This is an optimization exercise on Yosys and OpenROAD, whose aim is small area and a short achievable clock period, not a production implementation.
At most, simulation tests tie the RTL to the original design; equivalence was not proved.

==> inputs of raven <==
## simple_core
module simple_core (
    input  logic                         clock,
    input  logic                         arst_n,
    output logic [rv_core_pkg::xlen-1:0] pc,
    input  logic [rv_core_pkg::xlen-1:0] instruction,
    output logic [rv_core_pkg::xlen-1:0] data_address,
    output logic [rv_core_pkg::xlen-1:0] data_write_data,
    output logic                         data_write_enable,
    input  logic [rv_core_pkg::xlen-1:0] data_read_data
);
clock: 12.0 ns
lec_check: 0
cap_margin: 20
core_margin: 2
core_utilization: 65
cts_buf_list: sky130_fd_sc_hd__clkbuf_8
cts_cluster_diameter: 200
cts_cluster_size: 30
setup_slack_margin: 4.0
slew_margin: 20
synth_hierarchical: 1
run.sh (not shown) runs the stock make flow with config.mk's settings and CLKGATE_MAP_FILE= SYNTH_SCRIPT=/design/flow/synth_recipe.tcl, a recipe that flattens the netlist after the stock synthesis.
==> inputs of onyx, as changes to raven <==
--- a/flow/design.v
+++ b/flow/design.v
@@ -85,10 +85,32 @@
         s_type_t s_type;
         b_type_t b_type;
         u_type_t u_type;
         j_type_t j_type;
     } inst_word_t;
+    function automatic logic [31:0] sklansky_add(input logic [31:0] a, input logic [31:0] b,
+                                                 input logic carry_in);
+        logic [31:0] g0, p0, g, p, g_next, p_next;
+        g0   = a & b;
+        p0   = a ^ b;
+        g    = g0;
+        p    = p0;
+        g[0] = g0[0] | (p0[0] & carry_in);
+        for (int l = 0; l < 5; l++) begin
+            g_next = g;
+            p_next = p;
+            for (int i = 0; i < 32; i++) begin
+                if ((i >> l) & 1) begin
+                    g_next[i] = g[i] | (p[i] & g[((i >> l) << l) - 1]);
+                    p_next[i] = p[i] & p[((i >> l) << l) - 1];
+                end
+            end
+            g = g_next;
+            p = p_next;
+        end
+        sklansky_add = p0 ^ {g[30:0], carry_in};
+    endfunction
 endpackage
 `timescale 1ns/1ps
 module regfile_hold_bit (
     input  logic hold,
     input  logic write_data_n,
@@ -104,36 +126,82 @@
 );
     assign group_n = ~(|(select & value));
 endmodule
 module regfile_read_merge_bit (
     input  logic [10:0] group_n,
-    output logic        data
+    output logic        data_n
 );
-    assign data = ~(&group_n[3:0]) | ~(&group_n[7:4]) | ~(&group_n[10:8]);
+    assign data_n = ~(~(&group_n[3:0]) | ~(&group_n[7:4]) | ~(&group_n[10:8]));
 endmodule
 module regfile_read_bit (
     input  logic [31:1] select,
     input  logic [31:1] value,
-    input  logic        extra_select,
-    input  logic        extra_value,
-    output logic        data
+    output logic        data_n
 );
     logic [10:0] group_n;
     for (genvar k = 0; k < 10; k++) begin : g_group
         regfile_read3_bit group (
             .select  (select[3*k+3:3*k+1]),
             .value   (value[3*k+3:3*k+1]),
             .group_n (group_n[k])
         );
     end
-    assign group_n[10] = ~((select[31] & value[31]) | (extra_select & extra_value));
+    assign group_n[10] = ~(select[31] & value[31]);
     regfile_read_merge_bit merge (
         .group_n (group_n),
-        .data    (data)
+        .data_n  (data_n)
     );
 endmodule
 `timescale 1ns/1ps
+module address_adder_pg (
+    input  logic [31:0] a_n,
+    input  logic [31:0] b,
+    output logic [31:0] g,
+    output logic [31:0] p
+);
+    assign g = ~a_n & b;
+    assign p = ~a_n ^ b;
+endmodule
+module address_adder_level #(
+    parameter int span = 1
+) (
+    input  logic [31:0]    g_in,
+    input  logic [31:0]    p_in,
+    output logic [31:span] g_out,
+    output logic [31:span] p_out
+);
+    for (genvar i = span; i < 32; i++) begin : g_bit
+        assign g_out[i] = g_in[i] | (p_in[i] & g_in[i-span]);
+        assign p_out[i] = p_in[i] & p_in[i-span];
+    end
+endmodule
+module address_adder (
+    input  logic [31:0] a_n,
+    input  logic [31:0] b,
+    output logic [31:0] sum
+);
+    logic [5:0][31:0] g;
+    logic [5:0][31:0] p;
+    address_adder_pg pg (
+        .a_n (a_n),
+        .b   (b),
+        .g   (g[0]),
+        .p   (p[0])
+    );
+    for (genvar l = 0; l < 5; l++) begin : g_level
+        address_adder_level #(.span(1 << l)) level (
+            .g_in  (g[l]),
+            .p_in  (p[l]),
+            .g_out (g[l+1][31:(1 << l)]),
+            .p_out (p[l+1][31:(1 << l)])
+        );
+        assign g[l+1][(1 << l)-1:0] = g[l][(1 << l)-1:0];
+        assign p[l+1][(1 << l)-1:0] = p[l][(1 << l)-1:0];
+    end
+    assign sum = p[0] ^ {g[5][30:0], 1'b0};
+endmodule
+`timescale 1ns/1ps
 import rv_core_pkg::*;
 module simple_core (
     input  logic                         clock,
     input  logic                         arst_n,
     output logic [rv_core_pkg::xlen-1:0] pc,
@@ -151,15 +219,10 @@
     logic            is_lui, is_auipc, is_jal, is_jalr, is_branch;
     logic            is_load, is_store, is_op_imm, is_op, is_alu;
     logic            regfile_write_enable;
     logic            alu_subtract;
     logic            alu_arithmetic;
-    logic [2:0]      alu_funct3;
-    logic            rs1_is_pc;
-    logic            rs1_is_zero;
-    logic            rs2_is_immediate;
-    logic [xlen-1:0] rs2_immediate;
     logic [xlen-1:0] imm_i, imm_s, imm_b, imm_u, imm_j;
     logic [xlen-1:0] address_immediate;
     logic [xlen-1:0] pc_immediate;
     assign opcode      = instruction[6:0];
     assign funct3      = instruction[14:12];
@@ -182,18 +245,13 @@
     assign is_op     = (opcode == op_reg);
     assign is_alu    = is_op_imm || is_op;
     assign regfile_write_enable = is_lui || is_auipc || is_jal || is_jalr || is_load || is_alu;
     assign alu_subtract   = (is_op && funct3 == 3'b000 && instruction[30]) || is_branch
                             || (is_alu && funct3[2:1] == 2'b01);
-    assign alu_funct3     = is_alu ? funct3 : 3'b000;
     assign alu_arithmetic = instruction[30];
-    assign rs1_is_pc        = is_auipc;
-    assign rs1_is_zero      = is_lui;
-    assign rs2_is_immediate = is_op_imm || is_lui || is_auipc;
-    assign rs2_immediate    = is_op_imm ? imm_i : imm_u;
     assign address_immediate = is_store ? imm_s : imm_i;
-    assign pc_immediate      = is_jal ? imm_j : imm_b;
+    assign pc_immediate      = is_jal ? imm_j : (is_branch ? imm_b : imm_u);
     assign data_write_enable = is_store && arst_n;
     logic [xlen-1:0]       pc_register;
     logic [31:1][xlen-1:0] registers;
     logic [31:1][xlen-1:0] next_registers;
     logic [31:1]           valid;
@@ -202,15 +260,19 @@
     logic [31:1]           rs2_select;
     logic [xlen-1:0]       rd_data;
     logic [xlen-1:0]       rd_data_n;
     logic [xlen-1:0]       rs1_data;
     logic [xlen-1:0]       rs2_data;
+    logic [xlen-1:0]       rs1_data_n;
+    logic [xlen-1:0]       rs2_data_n;
     assign rd_data_n = ~rd_data;
+    assign rs1_data  = ~rs1_data_n;
+    assign rs2_data  = ~rs2_data_n;
     for (genvar i = 1; i < 32; i++) begin : g_row
         assign row_write[i]  = regfile_write_enable && (rd_address == 5'(i));
-        assign rs1_select[i] = valid[i] && (rs1_address == 5'(i)) && !rs1_is_pc && !rs1_is_zero;
-        assign rs2_select[i] = valid[i] && (rs2_address == 5'(i)) && !rs2_is_immediate;
+        assign rs1_select[i] = valid[i] && (rs1_address == 5'(i));
+        assign rs2_select[i] = valid[i] && (rs2_address == 5'(i));
         for (genvar j = 0; j < xlen; j++) begin : g_bit
             regfile_hold_bit hold_bit (
                 .hold         (!row_write[i]),
                 .write_data_n (rd_data_n[j]),
                 .value        (registers[i][j]),
@@ -234,25 +296,20 @@
             assign column[i] = registers[i][j];
         end
         regfile_read_bit read_1 (
             .select       (rs1_select),
             .value        (column),
-            .extra_select (rs1_is_pc),
-            .extra_value  (pc_register[j]),
-            .data         (rs1_data[j])
+            .data_n       (rs1_data_n[j])
         );
         regfile_read_bit read_2 (
             .select       (rs2_select),
             .value        (column),
-            .extra_select (rs2_is_immediate),
-            .extra_value  (rs2_immediate[j]),
-            .data         (rs2_data[j])
+            .data_n       (rs2_data_n[j])
         );
     end
     logic [xlen-1:0] operand_a;
     logic [xlen-1:0] operand_b;
-    logic [xlen:0]   sum_ext;
     logic [xlen-1:0] sum;
     logic [xlen-1:0] bitwise_xor;
     logic            equal;
     logic            less_signed;
     logic            less_unsigned;
@@ -261,13 +318,12 @@
     logic [xlen-1:0] shifted;
     logic            shift_left;
     logic            fill;
     logic [xlen-1:0] alu_result;
     assign operand_a = rs1_data;
-    assign operand_b = rs2_data;
-    assign sum_ext = {operand_a, 1'b1} + {operand_b ^ {xlen{alu_subtract}}, alu_subtract};
-    assign sum     = sum_ext[xlen:1];
+    assign operand_b = is_op_imm ? imm_i : rs2_data;
+    assign sum = rv_core_pkg::sklansky_add(operand_a, operand_b ^ {xlen{alu_subtract}}, alu_subtract);
     assign bitwise_xor   = operand_a ^ operand_b;
     assign equal         = (bitwise_xor == '0);
     assign less_unsigned = (operand_a[xlen-1] == operand_b[xlen-1]) ? sum[xlen-1] : operand_b[xlen-1];
     assign less_signed   = (operand_a[xlen-1] == operand_b[xlen-1]) ? sum[xlen-1] : operand_a[xlen-1];
     assign shift_left = !funct3[2];
@@ -280,11 +336,11 @@
         for (int i = 0; i < xlen; i++) begin
             shifted[i] = shift_left ? shift_out[xlen-1-i] : shift_out[i];
         end
     end
     always_comb begin
-        case (alu_funct3)
+        case (funct3)
             3'b000:  alu_result = sum;
             3'b001:  alu_result = shifted;
             3'b010:  alu_result = {{(xlen-1){1'b0}}, less_signed};
             3'b011:  alu_result = {{(xlen-1){1'b0}}, less_unsigned};
             3'b100:  alu_result = bitwise_xor;
@@ -306,12 +362,16 @@
             pc_register <= next_pc;
         end
     end
     assign pc        = pc_register;
     assign pc_plus_4 = {pc_register[xlen-1:2] + 30'd1, pc_register[1:0]};
-    assign pc_target = pc_register + pc_immediate;
-    assign address   = rs1_data + address_immediate;
+    assign pc_target = rv_core_pkg::sklansky_add(pc_register, pc_immediate, 1'b0);
+    address_adder address_adder (
+        .a_n (rs1_data_n),
+        .b   (address_immediate),
+        .sum (address)
+    );
     assign data_address    = address;
     assign data_write_data = rs2_data;
     always_comb begin
         case (funct3[2:1])
             2'b00:   condition = equal;
@@ -328,9 +388,11 @@
             next_pc = pc_target;
         end else begin
             next_pc = pc_plus_4;
         end
     end
-    assign rd_data = ({xlen{is_alu || is_lui || is_auipc}} & alu_result)
+    assign rd_data = ({xlen{is_alu}} & alu_result)
                    | ({xlen{is_load}} & data_read_data)
-                   | ({xlen{is_jal || is_jalr}} & pc_plus_4);
+                   | ({xlen{is_jal || is_jalr}} & pc_plus_4)
+                   | ({xlen{is_auipc}} & pc_target)
+                   | ({xlen{is_lui}} & imm_u);
 endmodule
Settings changed: CORE_UTILIZATION 65 to 50, CTS_BUF_LIST sky130_fd_sc_hd__clkbuf_8 to unset, CTS_CLUSTER_DIAMETER 200 to unset, CTS_CLUSTER_SIZE 30 to unset, SETUP_SLACK_MARGIN 4.0 to 3.5, TNS_END_PERCENT set to 30.
==> qor summary <==
|  | onyx | raven |
|---|---|---|
| Deepest level of the CTS H-tree | 3 | 2 |
| Run status | finished clean | aborted with a tool error |
| Failing step | - | global routing (5_1_grt) |
| Post-CTS Setup Inserts | 85 | 391 |
| CTS Root Buffer Type | sky130_fd_sc_hd__clkbuf_16 | sky130_fd_sc_hd__clkbuf_8 |
| Instance area at placement | 0.0575 mm2 | 0.0563 mm2 |
| Average instance area after synthesis | 8.61 um2 | 8.80 um2 |
| # rows | 118 | 103 |
| Starting density of the core | 50.5% | 65.6% |
| Number of cells produced by synthesis | 6,094 | 5,886 |
| Deepest clock path buffer count | 3 | 3 |
| Vertical die dimension | 328 um | 286 um |
| Count of yosys warnings during synthesis | 7 | 7 |
| TritonCTS buffer count | 107 | 41 |
| Final weighted congestion in routability-driven placement | 1.09 | 1.11 |
| Post-detailed-placement half-perimeter wirelength | 180 mm | 161 mm |
| IO Count | 163 | 163 |
| Setup slack at placement | 1.35 ns | 0.427 ns |
| Die width | 328 um | 286 um |
| Number of buffer cells added on primary ports | 161 | 161 |
| Placed Instances | 7,727 | 7,164 |
| Netlist area before placement | 0.0524 mm2 | 0.0518 mm2 |
| Number of sinks driven by the clock tree | 1,054 | 1,054 |
| Number of gates resized after CTS | 371 | 1,124 |
For raven, only the layout was checked, not whether the RTL still works.

[static timing again, ports no longer ideal]
The results above use ideal ports. As a check the final layout listed here was re-extracted and re-timed, cells and wires unchanged.
Step 1 (the two cells are an assumption about what drives the block):
set clk [get_ports {clock}]
set_driving_cell -lib_cell sky130_fd_sc_hd__clkbuf_16 $clk
set_driving_cell -lib_cell sky130_fd_sc_hd__buf_2 [delete_from_list [all_inputs] $clk]
Step 2, shift: input delay + t, output delay - t, t = (earliest + latest rising clock arrival at the registers) / 2. This alone moves slack from input paths to output paths.
a / b / c = no drivers / after step 1 / after step 2; a / b = the first two.
run: onyx
shift t [ns]: 0.787
slack for setup (ns): 3.049 / 2.988 / 2.625
hold slack, ns: 0.463 / 0.463 / 0.463
worst register clock-pin slew, ns: 0.07 / 0.07
pins driven straight from the clock port: 1
After both steps setup and hold are still met in onyx. The setup slack of onyx moves by -0.061 ns with the drivers and by -0.424 ns with both steps.
